From an optimization exercise on the open Yosys and OpenROAD flow, aimed at small area, a short achievable clock period and few clock cycles per item; shortcuts taken in it are not production practice. In this exercise RTL edits were held to simulation tests only and were not proved equivalent to the original. Power is estimated from default activity; no workload was simulated.

==> job 8243 <==
Design bresenham_line_rasterizer, start of the top module:
module bresenham_line_rasterizer #(
   parameter int COORD_BITS  = brl_pkg::COORD_BITS_DEFAULT,
   parameter int QUEUE_DEPTH = brl_pkg::QUEUE_DEPTH_DEFAULT
) (
   input  logic                                           clock,
   input  logic                                           reset,
   input  logic                                           req_tvalid,
   output logic                                           req_tready,
   input  logic [brl_pkg::req_data_bits(COORD_BITS)-1:0]  req_tdata,
   input  logic                                           req_tuser,
   output logic                                           rsp_tvalid,
   input  logic                                           rsp_tready,
   output logic [brl_pkg::rsp_data_bits(COORD_BITS)-1:0]  rsp_tdata,
   output logic                                           rsp_tlast,
   input  logic                                           csr_psel,
   input  logic                                           csr_penable,
   input  logic                                           csr_pwrite,
   input  logic [brl_pkg::CFG_ADDR_BITS-1:0]              csr_paddr,
   input  logic [brl_pkg::CFG_DATA_BITS-1:0]              csr_pwdata,
   output logic [brl_pkg::CFG_DATA_BITS-1:0]              csr_prdata,
   output logic                                           csr_pready
);
Settings: LEC_CHECK=0, CAP_MARGIN=20, CORE_MARGIN=2, CORE_UTILIZATION=40, SETUP_SLACK_MARGIN=3.8, SLEW_MARGIN=20; clock period 7.5 ns.
run.sh (not shown) runs the stock make flow with config.mk's settings and CLKGATE_MAP_FILE= SYNTH_SCRIPT=/design/flow/synth_recipe.tcl, a recipe that flattens the netlist after the stock synthesis.
==> job 8413: changes against job 8243 <==
Settings changed: SETUP_SLACK_MARGIN 3.8 to 3.0.
==> summary of the runs <==
Core utilization: job 8413 is lower than job 8243 (1.8 points). Of job 8413 and job 8243, job 8243 has the higher first-iteration DRC count (gap 6.7%, measured against job 8243). In job 8413 the global-route usage is lower than in job 8243, by 0.079 points. Between job 8413 and job 8243, the lower design area is in job 8413 (gap 3.5%, measured against job 8243). In job 8243 the clock skew is lower than in job 8413, by 0.0025 ns.
Testbench counts of job 8243, summed over its fixed seeds: cycles 24,679, pixels 21,307.
Testbench counts of job 8413, summed over its fixed seeds: cycles 24,679, pixels 21,307.

---

==> run a <==
Another version of the RTL of bresenham_line_rasterizer (not shown whole).
clock: 7.5 ns
lec_check: 0
abc_clock_period_in_ps: 4000
cap_margin: 20
core_margin: 2
core_utilization: 40
setup_slack_margin: 3.5
slew_margin: 20
==> run b: changes against run a <==
- ABC_CLOCK_PERIOD_IN_PS: 4000 -> 3000
- SETUP_SLACK_MARGIN: 3.5 -> 4.2
==> run notes <==
- In sequential power, run b and run a hardly differ.
- Register-to-register slack is about the same in run b and run a.
- In run a the sequential share of layout area is higher than in run b, by 1.9 points.
- Of run a and run b, run b has the higher combinational power (gap about 20%, measured against run b).
- Against run b, the routed wire length of run a is smaller by 6.6%.
- Between run b and run a, the lower first-iteration DRC count is in run a (gap about 8%, measured against run a).
- Worst hold slack: run b is worse than run a (0.029 ns).
==> figures <==
	run b	run a
Combinational group power	8.71 mW	6.97 mW
Largest vdd supply drop	0.303 mV	0.337 mV
Global router's overall resource usage	26.4%	25.1%
Run status	no timing/DRC/antenna violations	no timing/DRC/antenna violations
Utilization after layout	57.1%	51.8%
Largest incremental delay on the critical path	0.52 ns	0.49 ns
Dpl cell area	26400 sq um	25900 sq um
Sequential group power	2.09 mW	2.06 mW
Portion of total power attributed to the clock network	12.6%	13.1%
Clock Skew	0.0293 ns	0.0181 ns
Buffer count from post-CTS setup fixing	175	83
Internal portion of total power	7.22 mW	5.81 mW
Half-perimeter wire length after placement	55600 um	55300 um
Register share of the cell area	19.0%	21.0%
Total number of vias	21200	20100
Post-CTS sizing	668	392
Testbench counts of run a, summed over its fixed seeds: cycles 24,679, pixels 21,307.
Testbench counts of run b, summed over its fixed seeds: cycles 24,679, pixels 21,307.

---

==> job 8705: inputs <==
Another version of the RTL of bresenham_line_rasterizer (not shown whole).
clock: 7.5 ns
lec_check: 0
cap_margin: 20
core_margin: 2
core_utilization: 55
setup_slack_margin: 3.6
slew_margin: 20
tns_end_percent: 0
standard.sh (not shown) runs the stock make flow with config.mk's settings and CLKGATE_MAP_FILE= SYNTH_SCRIPT=/design/flow/synth_recipe.tcl, a recipe that flattens the netlist after the stock synthesis.
==> flow/flow/run.sh <==
#!/bin/bash
# Layout flow: the standard flow (standard.sh, unchanged synthesis and
# layout steps), with the port buffers made from the small buffer
# sky130_fd_sc_hd__buf_1 instead of the flow's default delay buffer; the
# resizer still upsizes any port buffer that timing needs.
set -e
cp standard.sh standard_sh_copy.log
export BUFFER_PORTS_ARGS="-buffer_cell sky130_fd_sc_hd__buf_1"
bash standard.sh > standard.log 2>&1
==> inputs of job 6854, as changes to job 8705 <==
--- a/flow/design.v
+++ b/flow/design.v
@@ -50,17 +50,16 @@
    input  logic [brl_pkg::req_data_bits(COORD_BITS)-1:0]  req_tdata,
    output logic [COORD_BITS-1:0]                          xs, ys, xe, ye,
    output logic [COORD_BITS-1:0]                          adx, ady,
    output logic                                           xn, yn,
    output logic [brl_pkg::COLOR_BITS-1:0]                 color,
    input  logic [COORD_BITS-1:0]                          r_xs, r_ys, r_xe, r_ye,
    input  logic [COORD_BITS-1:0]                          r_adx, r_ady,
    input  logic                                           r_xn, r_yn,
-   output logic [COORD_BITS-1:0]                          adx_full, ady_full,
    output logic                                           steep,
    output logic                                           swap,
    output logic                                           minor_down,
    output logic [COORD_BITS-1:0]                          px0,
    output logic [COORD_BITS-1:0]                          py0,
    output logic [COORD_BITS-1:0]                          dmaj,
    output logic [COORD_BITS-1:0]                          dmin,
    output logic [COORD_BITS:0]                            dq
@@ -74,47 +73,43 @@
    assign ye    = req_tdata[4*C-1:3*C];
    assign color = {req_tdata[4*C+CB-1:4*C], req_tdata[4*C+2*CB-1:4*C+CB],
                    req_tdata[4*C+3*CB-1:4*C+2*CB]};
    always_comb begin
       dx  = {1'b0, xe} - {1'b0, xs};
       dy  = {1'b0, ye} - {1'b0, ys};
       xn  = dx[C];
       yn  = dy[C];
-      adx = dx[C-1:0] ^ {C{xn}};
-      ady = dy[C-1:0] ^ {C{yn}};
+      adx = (dx[C-1:0] ^ {C{xn}}) + C'(xn);
+      ady = (dy[C-1:0] ^ {C{yn}}) + C'(yn);
    end
    always_comb begin
-      adx_full = r_adx + C'(r_xn);
-      ady_full = r_ady + C'(r_yn);
-      diff  = {1'b0, r_ady} + ~{1'b0, r_adx} + (C+1)'(r_yn) + (C+1)'(!r_xn);
+      diff  = {1'b0, r_ady} - {1'b0, r_adx};
       steep = !diff[C];
       swap  = steep ? r_yn : r_xn;
       px0   = swap ? r_xe : r_xs;
       py0   = swap ? r_ye : r_ys;
       minor_down = r_xn ^ r_yn;
-      dmaj  = steep ? ady_full : adx_full;
-      dmin  = steep ? adx_full : ady_full;
+      dmaj  = steep ? r_ady : r_adx;
+      dmin  = steep ? r_adx : r_ady;
       dq    = steep ? ~diff : diff;
    end
 endmodule
 module brl_mac (
    input  logic [14:0] a,
    input  logic [14:0] x,
-   input  logic [6:0] d1,
-   input  logic [6:0] d2,
-   input  logic [6:0] d3,
+   input  logic [12:0] y,
    input  logic [15:0] m,
    input  logic [17:0] m3,
    output logic [31:0] s0,
    output logic [31:0] s1
 );
-   wire d0_1 = d1[0];
-   wire d0_2 = d2[0];
-   wire d0_3 = d3[0];
+   wire d0_1 = y[0] & ~y[1];
+   wire d0_2 = ~y[0] & y[1];
+   wire d0_3 = y[0] & y[1];
    wire p0_0 = (d0_1 & m[0]) | (d0_3 & m3[0]);
    wire p0_1 = (d0_1 & m[1]) | (d0_2 & m[0]) | (d0_3 & m3[1]);
    wire p0_2 = (d0_1 & m[2]) | (d0_2 & m[1]) | (d0_3 & m3[2]);
    wire p0_3 = (d0_1 & m[3]) | (d0_2 & m[2]) | (d0_3 & m3[3]);
    wire p0_4 = (d0_1 & m[4]) | (d0_2 & m[3]) | (d0_3 & m3[4]);
    wire p0_5 = (d0_1 & m[5]) | (d0_2 & m[4]) | (d0_3 & m3[5]);
    wire p0_6 = (d0_1 & m[6]) | (d0_2 & m[5]) | (d0_3 & m3[6]);
    wire p0_7 = (d0_1 & m[7]) | (d0_2 & m[6]) | (d0_3 & m3[7]);
@@ -123,19 +118,19 @@
    wire p0_10 = (d0_1 & m[10]) | (d0_2 & m[9]) | (d0_3 & m3[10]);
    wire p0_11 = (d0_1 & m[11]) | (d0_2 & m[10]) | (d0_3 & m3[11]);
    wire p0_12 = (d0_1 & m[12]) | (d0_2 & m[11]) | (d0_3 & m3[12]);
    wire p0_13 = (d0_1 & m[13]) | (d0_2 & m[12]) | (d0_3 & m3[13]);
    wire p0_14 = (d0_1 & m[14]) | (d0_2 & m[13]) | (d0_3 & m3[14]);
    wire p0_15 = (d0_1 & m[15]) | (d0_2 & m[14]) | (d0_3 & m3[15]);
    wire p0_16 = (d0_2 & m[15]) | (d0_3 & m3[16]);
    wire p0_17 = (d0_3 & m3[17]);
-   wire d1_1 = d1[1];
-   wire d1_2 = d2[1];
-   wire d1_3 = d3[1];
+   wire d1_1 = y[2] & ~y[3];
+   wire d1_2 = ~y[2] & y[3];
+   wire d1_3 = y[2] & y[3];
    wire p1_0 = (d1_1 & m[0]) | (d1_3 & m3[0]);
    wire p1_1 = (d1_1 & m[1]) | (d1_2 & m[0]) | (d1_3 & m3[1]);
    wire p1_2 = (d1_1 & m[2]) | (d1_2 & m[1]) | (d1_3 & m3[2]);
    wire p1_3 = (d1_1 & m[3]) | (d1_2 & m[2]) | (d1_3 & m3[3]);
    wire p1_4 = (d1_1 & m[4]) | (d1_2 & m[3]) | (d1_3 & m3[4]);
    wire p1_5 = (d1_1 & m[5]) | (d1_2 & m[4]) | (d1_3 & m3[5]);
    wire p1_6 = (d1_1 & m[6]) | (d1_2 & m[5]) | (d1_3 & m3[6]);
    wire p1_7 = (d1_1 & m[7]) | (d1_2 & m[6]) | (d1_3 & m3[7]);
@@ -144,19 +139,19 @@
    wire p1_10 = (d1_1 & m[10]) | (d1_2 & m[9]) | (d1_3 & m3[10]);
    wire p1_11 = (d1_1 & m[11]) | (d1_2 & m[10]) | (d1_3 & m3[11]);
    wire p1_12 = (d1_1 & m[12]) | (d1_2 & m[11]) | (d1_3 & m3[12]);
    wire p1_13 = (d1_1 & m[13]) | (d1_2 & m[12]) | (d1_3 & m3[13]);
    wire p1_14 = (d1_1 & m[14]) | (d1_2 & m[13]) | (d1_3 & m3[14]);
    wire p1_15 = (d1_1 & m[15]) | (d1_2 & m[14]) | (d1_3 & m3[15]);
    wire p1_16 = (d1_2 & m[15]) | (d1_3 & m3[16]);
    wire p1_17 = (d1_3 & m3[17]);
-   wire d2_1 = d1[2];
-   wire d2_2 = d2[2];
-   wire d2_3 = d3[2];
+   wire d2_1 = y[4] & ~y[5];
+   wire d2_2 = ~y[4] & y[5];
+   wire d2_3 = y[4] & y[5];
    wire p2_0 = (d2_1 & m[0]) | (d2_3 & m3[0]);
    wire p2_1 = (d2_1 & m[1]) | (d2_2 & m[0]) | (d2_3 & m3[1]);
    wire p2_2 = (d2_1 & m[2]) | (d2_2 & m[1]) | (d2_3 & m3[2]);
    wire p2_3 = (d2_1 & m[3]) | (d2_2 & m[2]) | (d2_3 & m3[3]);
    wire p2_4 = (d2_1 & m[4]) | (d2_2 & m[3]) | (d2_3 & m3[4]);
    wire p2_5 = (d2_1 & m[5]) | (d2_2 & m[4]) | (d2_3 & m3[5]);
    wire p2_6 = (d2_1 & m[6]) | (d2_2 & m[5]) | (d2_3 & m3[6]);
    wire p2_7 = (d2_1 & m[7]) | (d2_2 & m[6]) | (d2_3 & m3[7]);
@@ -165,19 +160,19 @@
    wire p2_10 = (d2_1 & m[10]) | (d2_2 & m[9]) | (d2_3 & m3[10]);
    wire p2_11 = (d2_1 & m[11]) | (d2_2 & m[10]) | (d2_3 & m3[11]);
    wire p2_12 = (d2_1 & m[12]) | (d2_2 & m[11]) | (d2_3 & m3[12]);
    wire p2_13 = (d2_1 & m[13]) | (d2_2 & m[12]) | (d2_3 & m3[13]);
    wire p2_14 = (d2_1 & m[14]) | (d2_2 & m[13]) | (d2_3 & m3[14]);
    wire p2_15 = (d2_1 & m[15]) | (d2_2 & m[14]) | (d2_3 & m3[15]);
    wire p2_16 = (d2_2 & m[15]) | (d2_3 & m3[16]);
    wire p2_17 = (d2_3 & m3[17]);
-   wire d3_1 = d1[3];
-   wire d3_2 = d2[3];
-   wire d3_3 = d3[3];
+   wire d3_1 = y[6] & ~y[7];
+   wire d3_2 = ~y[6] & y[7];
+   wire d3_3 = y[6] & y[7];
    wire p3_0 = (d3_1 & m[0]) | (d3_3 & m3[0]);
    wire p3_1 = (d3_1 & m[1]) | (d3_2 & m[0]) | (d3_3 & m3[1]);
    wire p3_2 = (d3_1 & m[2]) | (d3_2 & m[1]) | (d3_3 & m3[2]);
    wire p3_3 = (d3_1 & m[3]) | (d3_2 & m[2]) | (d3_3 & m3[3]);
    wire p3_4 = (d3_1 & m[4]) | (d3_2 & m[3]) | (d3_3 & m3[4]);
    wire p3_5 = (d3_1 & m[5]) | (d3_2 & m[4]) | (d3_3 & m3[5]);
    wire p3_6 = (d3_1 & m[6]) | (d3_2 & m[5]) | (d3_3 & m3[6]);
    wire p3_7 = (d3_1 & m[7]) | (d3_2 & m[6]) | (d3_3 & m3[7]);
@@ -186,19 +181,19 @@
    wire p3_10 = (d3_1 & m[10]) | (d3_2 & m[9]) | (d3_3 & m3[10]);
    wire p3_11 = (d3_1 & m[11]) | (d3_2 & m[10]) | (d3_3 & m3[11]);
    wire p3_12 = (d3_1 & m[12]) | (d3_2 & m[11]) | (d3_3 & m3[12]);
    wire p3_13 = (d3_1 & m[13]) | (d3_2 & m[12]) | (d3_3 & m3[13]);
    wire p3_14 = (d3_1 & m[14]) | (d3_2 & m[13]) | (d3_3 & m3[14]);
    wire p3_15 = (d3_1 & m[15]) | (d3_2 & m[14]) | (d3_3 & m3[15]);
    wire p3_16 = (d3_2 & m[15]) | (d3_3 & m3[16]);
    wire p3_17 = (d3_3 & m3[17]);
-   wire d4_1 = d1[4];
-   wire d4_2 = d2[4];
-   wire d4_3 = d3[4];
+   wire d4_1 = y[8] & ~y[9];
+   wire d4_2 = ~y[8] & y[9];
+   wire d4_3 = y[8] & y[9];
    wire p4_0 = (d4_1 & m[0]) | (d4_3 & m3[0]);
    wire p4_1 = (d4_1 & m[1]) | (d4_2 & m[0]) | (d4_3 & m3[1]);
    wire p4_2 = (d4_1 & m[2]) | (d4_2 & m[1]) | (d4_3 & m3[2]);
    wire p4_3 = (d4_1 & m[3]) | (d4_2 & m[2]) | (d4_3 & m3[3]);
    wire p4_4 = (d4_1 & m[4]) | (d4_2 & m[3]) | (d4_3 & m3[4]);
    wire p4_5 = (d4_1 & m[5]) | (d4_2 & m[4]) | (d4_3 & m3[5]);
    wire p4_6 = (d4_1 & m[6]) | (d4_2 & m[5]) | (d4_3 & m3[6]);
    wire p4_7 = (d4_1 & m[7]) | (d4_2 & m[6]) | (d4_3 & m3[7]);
@@ -207,19 +202,19 @@
    wire p4_10 = (d4_1 & m[10]) | (d4_2 & m[9]) | (d4_3 & m3[10]);
    wire p4_11 = (d4_1 & m[11]) | (d4_2 & m[10]) | (d4_3 & m3[11]);
    wire p4_12 = (d4_1 & m[12]) | (d4_2 & m[11]) | (d4_3 & m3[12]);
    wire p4_13 = (d4_1 & m[13]) | (d4_2 & m[12]) | (d4_3 & m3[13]);
    wire p4_14 = (d4_1 & m[14]) | (d4_2 & m[13]) | (d4_3 & m3[14]);
    wire p4_15 = (d4_1 & m[15]) | (d4_2 & m[14]) | (d4_3 & m3[15]);
    wire p4_16 = (d4_2 & m[15]) | (d4_3 & m3[16]);
    wire p4_17 = (d4_3 & m3[17]);
-   wire d5_1 = d1[5];
-   wire d5_2 = d2[5];
-   wire d5_3 = d3[5];
+   wire d5_1 = y[10] & ~y[11];
+   wire d5_2 = ~y[10] & y[11];
+   wire d5_3 = y[10] & y[11];
    wire p5_0 = (d5_1 & m[0]) | (d5_3 & m3[0]);
    wire p5_1 = (d5_1 & m[1]) | (d5_2 & m[0]) | (d5_3 & m3[1]);
    wire p5_2 = (d5_1 & m[2]) | (d5_2 & m[1]) | (d5_3 & m3[2]);
    wire p5_3 = (d5_1 & m[3]) | (d5_2 & m[2]) | (d5_3 & m3[3]);
    wire p5_4 = (d5_1 & m[4]) | (d5_2 & m[3]) | (d5_3 & m3[4]);
    wire p5_5 = (d5_1 & m[5]) | (d5_2 & m[4]) | (d5_3 & m3[5]);
    wire p5_6 = (d5_1 & m[6]) | (d5_2 & m[5]) | (d5_3 & m3[6]);
    wire p5_7 = (d5_1 & m[7]) | (d5_2 & m[6]) | (d5_3 & m3[7]);
@@ -228,19 +223,19 @@
    wire p5_10 = (d5_1 & m[10]) | (d5_2 & m[9]) | (d5_3 & m3[10]);
    wire p5_11 = (d5_1 & m[11]) | (d5_2 & m[10]) | (d5_3 & m3[11]);
    wire p5_12 = (d5_1 & m[12]) | (d5_2 & m[11]) | (d5_3 & m3[12]);
    wire p5_13 = (d5_1 & m[13]) | (d5_2 & m[12]) | (d5_3 & m3[13]);
    wire p5_14 = (d5_1 & m[14]) | (d5_2 & m[13]) | (d5_3 & m3[14]);
    wire p5_15 = (d5_1 & m[15]) | (d5_2 & m[14]) | (d5_3 & m3[15]);
    wire p5_16 = (d5_2 & m[15]) | (d5_3 & m3[16]);
    wire p5_17 = (d5_3 & m3[17]);
-   wire d6_1 = d1[6];
-   wire d6_2 = d2[6];
-   wire d6_3 = d3[6];
+   wire d6_1 = y[12] & ~1'b0;
+   wire d6_2 = ~y[12] & 1'b0;
+   wire d6_3 = y[12] & 1'b0;
    wire p6_0 = (d6_1 & m[0]);
    wire p6_1 = (d6_1 & m[1]) | (d6_2 & m[0]);
    wire p6_2 = (d6_1 & m[2]) | (d6_2 & m[1]);
    wire p6_3 = (d6_1 & m[3]) | (d6_2 & m[2]);
    wire p6_4 = (d6_1 & m[4]) | (d6_2 & m[3]);
    wire p6_5 = (d6_1 & m[5]) | (d6_2 & m[4]);
    wire p6_6 = (d6_1 & m[6]) | (d6_2 & m[5]);
    wire p6_7 = (d6_1 & m[7]) | (d6_2 & m[6]);
@@ -472,44 +467,16 @@
    wire fc108 = (p6_13 & hs82) | (p6_13 & fc81) | (hs82 & fc81);
    wire fs109 = p5_16 ^ p6_14 ^ hc82;
    wire fc109 = (p5_16 & p6_14) | (p5_16 & hc82) | (p6_14 & hc82);
    wire hs110 = p5_17 ^ p6_15;
    wire hc110 = p5_17 & p6_15;
    assign s0 = {1'b0, 1'b0, 1'b0, hc110, hs110, fs109, fs108, fs107, fs106, fs105, fs104, fs103, fs102, fs101, fs100, fs99, fs98, fs97, fs96, fs95, fs94, fs93, fs92, fs91, fs90, fs89, fs88, fs87, fs86, fs85, fs84, x[0]};
    assign s1 = {1'b0, 1'b0, 1'b0, 1'b0, fc109, fc108, fc107, fc106, fc105, fc104, fc103, fc102, fc101, fc100, fc99, fc98, fc97, fc96, fc95, fc94, fc93, fc92, fc91, fc90, fc89, fc88, fc87, fc86, fc85, fc84, hc83, hs83};
 endmodule
-module brl_mac_digits (
-   input  logic [12:0] y,
-   output logic [6:0] d1,
-   output logic [6:0] d2,
-   output logic [6:0] d3
-);
-   assign d1[0] = y[0] & ~y[1];
-   assign d2[0] = ~y[0] & y[1];
-   assign d3[0] = y[0] & y[1];
-   assign d1[1] = y[2] & ~y[3];
-   assign d2[1] = ~y[2] & y[3];
-   assign d3[1] = y[2] & y[3];
-   assign d1[2] = y[4] & ~y[5];
-   assign d2[2] = ~y[4] & y[5];
-   assign d3[2] = y[4] & y[5];
-   assign d1[3] = y[6] & ~y[7];
-   assign d2[3] = ~y[6] & y[7];
-   assign d3[3] = y[6] & y[7];
-   assign d1[4] = y[8] & ~y[9];
-   assign d2[4] = ~y[8] & y[9];
-   assign d3[4] = y[8] & y[9];
-   assign d1[5] = y[10] & ~y[11];
-   assign d2[5] = ~y[10] & y[11];
-   assign d3[5] = y[10] & y[11];
-   assign d1[6] = y[12] & ~1'b0;
-   assign d2[6] = ~y[12] & 1'b0;
-   assign d3[6] = y[12] & 1'b0;
-endmodule
 module brl_back #(
    parameter int COORD_BITS = brl_pkg::COORD_BITS_DEFAULT
 ) (
    input  logic                                           clock,
    input  logic                                           reset,
    input  brl_pkg::cfg_type                               cfg,
    input  logic [brl_pkg::STRIDE_BITS+1:0]                stride3,
    input  logic                                           req_tvalid,
@@ -523,30 +490,27 @@
 );
    localparam int C  = COORD_BITS;
    localparam int AB = brl_pkg::ADDR_BITS;
    localparam int WB = brl_pkg::WORD_BITS;
    localparam int HB = brl_pkg::HALF_BITS;
    localparam int CB = brl_pkg::CHAN_BITS;
    localparam int RSP_BITS = brl_pkg::rsp_data_bits(COORD_BITS);
    logic active_ff;      
-   logic last_ff;        
    logic out_valid_ff;   
    logic setup1_ff;      
    logic setup2_ff;      
    logic setup3_ff;      
    logic                           steep_ff, down_ff;
    logic [C-1:0]                   px_ff, py_ff, rem_ff, dmin_ff;
    logic [C:0]                     dq_ff, g_ff;
    logic [brl_pkg::COLOR_BITS-1:0] color_ff;
    logic [AB-1:0]                  addr_ff;
    logic [AB-1:0]                  mac1_ff;
-   logic [6:0]                     dig1_ff, dig2_ff, dig3_ff, dig1, dig2, dig3;
    logic [C-1:0]                   f_xs, f_ys, f_xe, f_ye, f_adx, f_ady;
-   logic [C-1:0]                   f_adx_full, f_ady_full;
    logic                           f_xn, f_yn, f_steep, f_swap, f_down;
    logic [C-1:0]                   f_px, f_py, f_dmaj, f_dmin;
    logic [C:0]                     f_dq;
    logic [brl_pkg::COLOR_BITS-1:0] f_color;
    brl_front #(
       .COORD_BITS (COORD_BITS)
    ) u_front (
       .req_tdata  (req_tdata),
@@ -562,43 +526,43 @@
       .r_xs       (px_ff),
       .r_ys       (py_ff),
       .r_xe       (rem_ff),
       .r_ye       (dmin_ff),
       .r_adx      (dq_ff[C-1:0]),
       .r_ady      (g_ff[C-1:0]),
       .r_xn       (steep_ff),
       .r_yn       (down_ff),
-      .adx_full   (f_adx_full),
-      .ady_full   (f_ady_full),
       .steep      (f_steep),
       .swap       (f_swap),
       .minor_down (f_down),
       .px0        (f_px),
       .py0        (f_py),
       .dmaj       (f_dmaj),
       .dmin       (f_dmin),
       .dq         (f_dq)
    );
    logic            deliver, accept, load, step, open_now, cond;
    logic [C:0]      g_op, g_keep, g_move, g_next, y_sum, ys_sum, ye_sum;
    logic [C-1:0]    px_delta, py_delta;
    logic [AB-1:0]   x_part, mac0, mac1, bsel, csel, step_b, step_c, step_s, step_k;
    logic [AB-1:0]   addr_step;
+   logic [AB/2:0]   step_lo;
+   logic [AB/2-1:0] step_hi0, step_hi1, step_hi;
    logic [C+2:0]    x_off;
    logic [2:0]      s_pix;
    logic [CB-1:0]   red, green, blue;
    logic [HB-1:0]   word565;
    logic [WB-1:0]   word;
    assign deliver    = out_valid_ff && rsp_tready;
    assign req_tready = !setup1_ff && !setup2_ff && (!out_valid_ff || rsp_tready);
    assign accept     = req_tvalid && req_tready;
    assign load       = accept && brl_pkg::item_kind_type'(req_tuser) == brl_pkg::KIND_LOAD;
    assign step       = accept && brl_pkg::item_kind_type'(req_tuser) == brl_pkg::KIND_STEP;
-   assign open_now   = deliver ? !last_ff : active_ff;
+   assign open_now   = deliver ? rem_ff != C'(1) : active_ff;
    assign cond       = !g_ff[C] && !setup2_ff;
    always_comb begin
       ys_sum = (C+1)'(py_ff) + (C+1)'(cfg.y_offset);
       ye_sum = (C+1)'(dmin_ff) + (C+1)'(cfg.y_offset);
       y_sum  = (ye_sum & {(C+1){f_swap}}) | (ys_sum & {(C+1){!f_swap}});
       case (cfg.pixel_mode)
          brl_pkg::MODE_RGB565: begin
             x_part = AB'(f_px) << brl_pkg::SHIFT_RGB565;
@@ -623,45 +587,39 @@
       end
    end
    always_comb begin
       px_delta = C'(1);
       py_delta = C'(1);
       if (steep_ff) px_delta = !cond ? '0 : down_ff ? '1 : C'(1);
       else          py_delta = !cond ? '0 : down_ff ? '1 : C'(1);
    end
-   brl_mac_digits u_digits (
-      .y  (y_sum),
-      .d1 (dig1),
-      .d2 (dig2),
-      .d3 (dig3)
-   );
    brl_mac u_mac (
       .a  (addr_ff[C+2:0]),
       .x  (x_off),
-      .d1 (dig1_ff),
-      .d2 (dig2_ff),
-      .d3 (dig3_ff),
+      .y  (g_ff),
       .m  (cfg.line_stride),
       .m3 (stride3),
       .s0 (mac0),
       .s1 (mac1)
    );
    always_comb begin
       step_b    = setup3_ff ? mac1_ff : bsel;
       step_c    = setup3_ff ? '0 : csel;
       step_s    = addr_ff ^ step_b ^ step_c;
       step_k    = ((addr_ff & step_b) | (addr_ff & step_c) | (step_b & step_c)) << 1;
-      addr_step = step_s + step_k;
+      step_lo   = {1'b0, step_s[AB/2-1:0]} + {1'b0, step_k[AB/2-1:0]};
+      step_hi0  = step_s[AB-1:AB/2] + step_k[AB-1:AB/2];
+      step_hi1  = step_s[AB-1:AB/2] + step_k[AB-1:AB/2] + (AB/2)'(1);
+      step_hi   = (step_hi1 & {(AB/2){step_lo[AB/2]}}) |
+                  (step_hi0 & {(AB/2){!step_lo[AB/2]}});
+      addr_step = {step_hi, step_lo[AB/2-1:0]};
    end
    always_ff @(posedge clock) begin
       mac1_ff <= mac1;
-      dig1_ff <= dig1;
-      dig2_ff <= dig2;
-      dig3_ff <= dig3;
    end
    always_ff @(posedge clock) begin
       if (reset) begin
          active_ff    <= 1'b0;
          out_valid_ff <= 1'b0;
          setup1_ff    <= 1'b0;
          setup2_ff    <= 1'b0;
          setup3_ff    <= 1'b0;
@@ -670,71 +628,69 @@
          setup2_ff <= setup1_ff && !load;
          setup3_ff <= setup2_ff && !load;
          if (load) begin
             active_ff    <= 1'b0;
             out_valid_ff <= 1'b0;
          end else if (setup1_ff) begin
             active_ff    <= f_dmaj != '0;
          end else begin
-            if (deliver) active_ff <= !last_ff;
+            if (deliver) active_ff <= rem_ff != C'(1);
             if (step) out_valid_ff <= open_now;
             else if (deliver) out_valid_ff <= 1'b0;
          end
       end
    end
    always_ff @(posedge clock) begin
       if (load) begin
          px_ff    <= f_xs;
          py_ff    <= f_ys;
          rem_ff   <= f_xe;
          dmin_ff  <= f_ye;
          dq_ff    <= {1'b0, f_adx};
          g_ff     <= {1'b0, f_ady};
          steep_ff <= f_xn;
          down_ff  <= f_yn;
          color_ff <= f_color;
-         last_ff  <= 1'b0;
       end else if (setup1_ff) begin
-         last_ff  <= f_steep ? f_ady_full == C'(1) : f_adx_full == C'(1);
          steep_ff <= f_steep;
          down_ff  <= f_down;
          px_ff    <= f_px;
          py_ff    <= f_py;
          rem_ff   <= f_dmaj;
          dmin_ff  <= f_dmin;
          dq_ff    <= f_dq;
+         g_ff     <= y_sum;
          addr_ff  <= x_part;
       end else if (setup2_ff) begin
          g_ff     <= g_next;
          addr_ff  <= mac0;
       end else if (setup3_ff) begin
          addr_ff  <= addr_step;
       end else if (deliver) begin
          px_ff    <= px_ff + px_delta;
          py_ff    <= py_ff + py_delta;
          g_ff     <= g_next;
          rem_ff   <= rem_ff - C'(1);
-         last_ff  <= rem_ff == C'(2);
          addr_ff  <= addr_step;
       end
    end
    always_comb begin
       red   = color_ff[3*CB-1:2*CB];
       green = color_ff[2*CB-1:CB];
       blue  = color_ff[CB-1:0];
       word565 = (HB'(red) << brl_pkg::RED_SHIFT_565) |
                 (HB'(green) << brl_pkg::GREEN_SHIFT_565) | HB'(blue);
       case (cfg.pixel_mode)
          brl_pkg::MODE_RGB565: word = WB'(word565);
          default:              word = WB'(color_ff);
       endcase
    end
    assign rsp_tvalid = out_valid_ff;
-   assign rsp_tlast  = last_ff;
+   assign rsp_tlast  = rem_ff == C'(1);
    assign rsp_tdata  = RSP_BITS'({word, addr_ff, py_ff, px_ff});
 endmodule
 module bresenham_line_rasterizer #(
    parameter int COORD_BITS  = brl_pkg::COORD_BITS_DEFAULT,
    parameter int QUEUE_DEPTH = brl_pkg::QUEUE_DEPTH_DEFAULT
 ) (
    input  logic                                           clock,
    input  logic                                           reset,
@@ -754,18 +710,16 @@
    output logic [brl_pkg::CFG_DATA_BITS-1:0]              csr_prdata,
    output logic                                           csr_pready
 );
    localparam int DB = brl_pkg::CFG_DATA_BITS;
    brl_pkg::cfg_type       cfg_ff, cfg_in;
    brl_pkg::reg_index_type csr_index;
    logic                   csr_write;
    logic [brl_pkg::STRIDE_BITS+1:0] stride3_ff;
-   localparam int RB = brl_pkg::STRIDE_BITS;
-   logic [RB-1:0]          prdata_ff, prdata_in;
    assign csr_pready = 1'b1;
    assign csr_index  = brl_pkg::reg_index_type'(csr_paddr[brl_pkg::CFG_ADDR_BITS-1:2]);
    assign csr_write  = csr_psel && csr_penable && csr_pwrite && csr_pready;
    always_comb begin
       cfg_in = cfg_ff;
       if (csr_write) begin
          case (csr_index)
             brl_pkg::REG_X_OFFSET:
@@ -777,33 +731,25 @@
             brl_pkg::REG_PIXEL_MODE:
                cfg_in.pixel_mode = brl_pkg::pixel_mode_type'(csr_pwdata[0]);
             default: cfg_in = cfg_ff;
          endcase
       end
    end
    always_comb begin
       case (csr_index)
-         brl_pkg::REG_X_OFFSET:    prdata_in = RB'(cfg_ff.x_offset);
-         brl_pkg::REG_Y_OFFSET:    prdata_in = RB'(cfg_ff.y_offset);
-         brl_pkg::REG_LINE_STRIDE: prdata_in = RB'(cfg_ff.line_stride);
-         brl_pkg::REG_PIXEL_MODE:  prdata_in = RB'(cfg_ff.pixel_mode);
-         default:                  prdata_in = '0;
+         brl_pkg::REG_X_OFFSET:    csr_prdata = DB'(cfg_ff.x_offset);
+         brl_pkg::REG_Y_OFFSET:    csr_prdata = DB'(cfg_ff.y_offset);
+         brl_pkg::REG_LINE_STRIDE: csr_prdata = DB'(cfg_ff.line_stride);
+         brl_pkg::REG_PIXEL_MODE:  csr_prdata = DB'(cfg_ff.pixel_mode);
+         default:                  csr_prdata = '0;
       endcase
    end
    always_ff @(posedge clock) begin
       if (reset) begin
-         prdata_ff <= '0;
-      end else begin
-         prdata_ff <= prdata_in;
-      end
-   end
-   assign csr_prdata = DB'(prdata_ff);
-   always_ff @(posedge clock) begin
-      if (reset) begin
          cfg_ff     <= '0;
          stride3_ff <= '0;
       end else begin
          cfg_ff     <= cfg_in;
          stride3_ff <= (brl_pkg::STRIDE_BITS+2)'(cfg_ff.line_stride) +
                        (brl_pkg::STRIDE_BITS+2)'({cfg_ff.line_stride, 1'b0});
       end
    end
==> out/qor.txt <==
Status - complete, no violations
Synth Area in Compound Gates - 0.197
Die area - 45100 sq um
P&R area growth vs syn - 12.3%
The numbers above come from job 6854.

==> out/qor.txt <==
Synth unique cells - 85
Met1 usage - 0.412
Mux cell area share after synthesis - 0.0309
Crit path launch - u_back.setup2_ff$_SDFF_PP0_
Status - complete, no violations
Synth Area in Compound Gates - 0.202
P&R area growth vs syn - 12.4%
Die area - 45600 sq um
The numbers above come from job 8705.

Testbench counts of job 8705, summed over its fixed seeds: cycles 25,957, pixels 21,307.
Testbench counts of job 6854, summed over its fixed seeds: cycles 25,957, pixels 21,307.

==> port drivers added, routing unchanged <==
Ports are ideal in the flow. The routed layouts listed here were re-timed in OpenROAD. Step 1: set_driving_cell puts a clkbuf_16 on clock and a buf_2 on each other input, an assumption about the parent block. Step 2 adds t to the input delays and takes it off the output delays; t is the mean of the earliest and latest rising clock arrival at the registers after step 1. Input paths then give back, and output paths get back, about the clock's delay inside the block. Three values: ideal ports, drivers, drivers and shift; two values: the first two.
run | shift t [ns] | setup WS [ns] | hold WS [ns] | worst setup path at the end | clock arrival spread, ns
job 8243 | 0.564 | 1.823 / 1.823 / 1.823 | 0.513 / 0.513 / 0.513 | register to register | 0.018 / 0.018
job 8413 | 0.573 | 1.840 / 1.840 / 1.840 | 0.501 / 0.501 / 0.501 | register to register | 0.020 / 0.020
run a | 0.630 | 2.403 / 2.403 / 2.403 | 0.503 / 0.503 / 0.503 | register to register | 0.018 / 0.018
run b | 0.635 | 2.410 / 2.410 / 2.410 | 0.474 / 0.474 / 0.474 | register to register | 0.030 / 0.030
job 8705 | 0.647 | 3.524 / 3.524 / 3.120 | 0.502 / 0.502 / 0.502 | input to register | 0.015 / 0.015
job 6854 | 0.643 | 3.086 / 3.082 / 2.479 | 0.455 / 0.455 / 0.455 | input to register | 0.023 / 0.023
After both steps every run listed still meets setup and hold. For job 6854, which loses most, drivers alone change the setup slack by -0.004 ns; drivers and shift together by -0.607 ns.
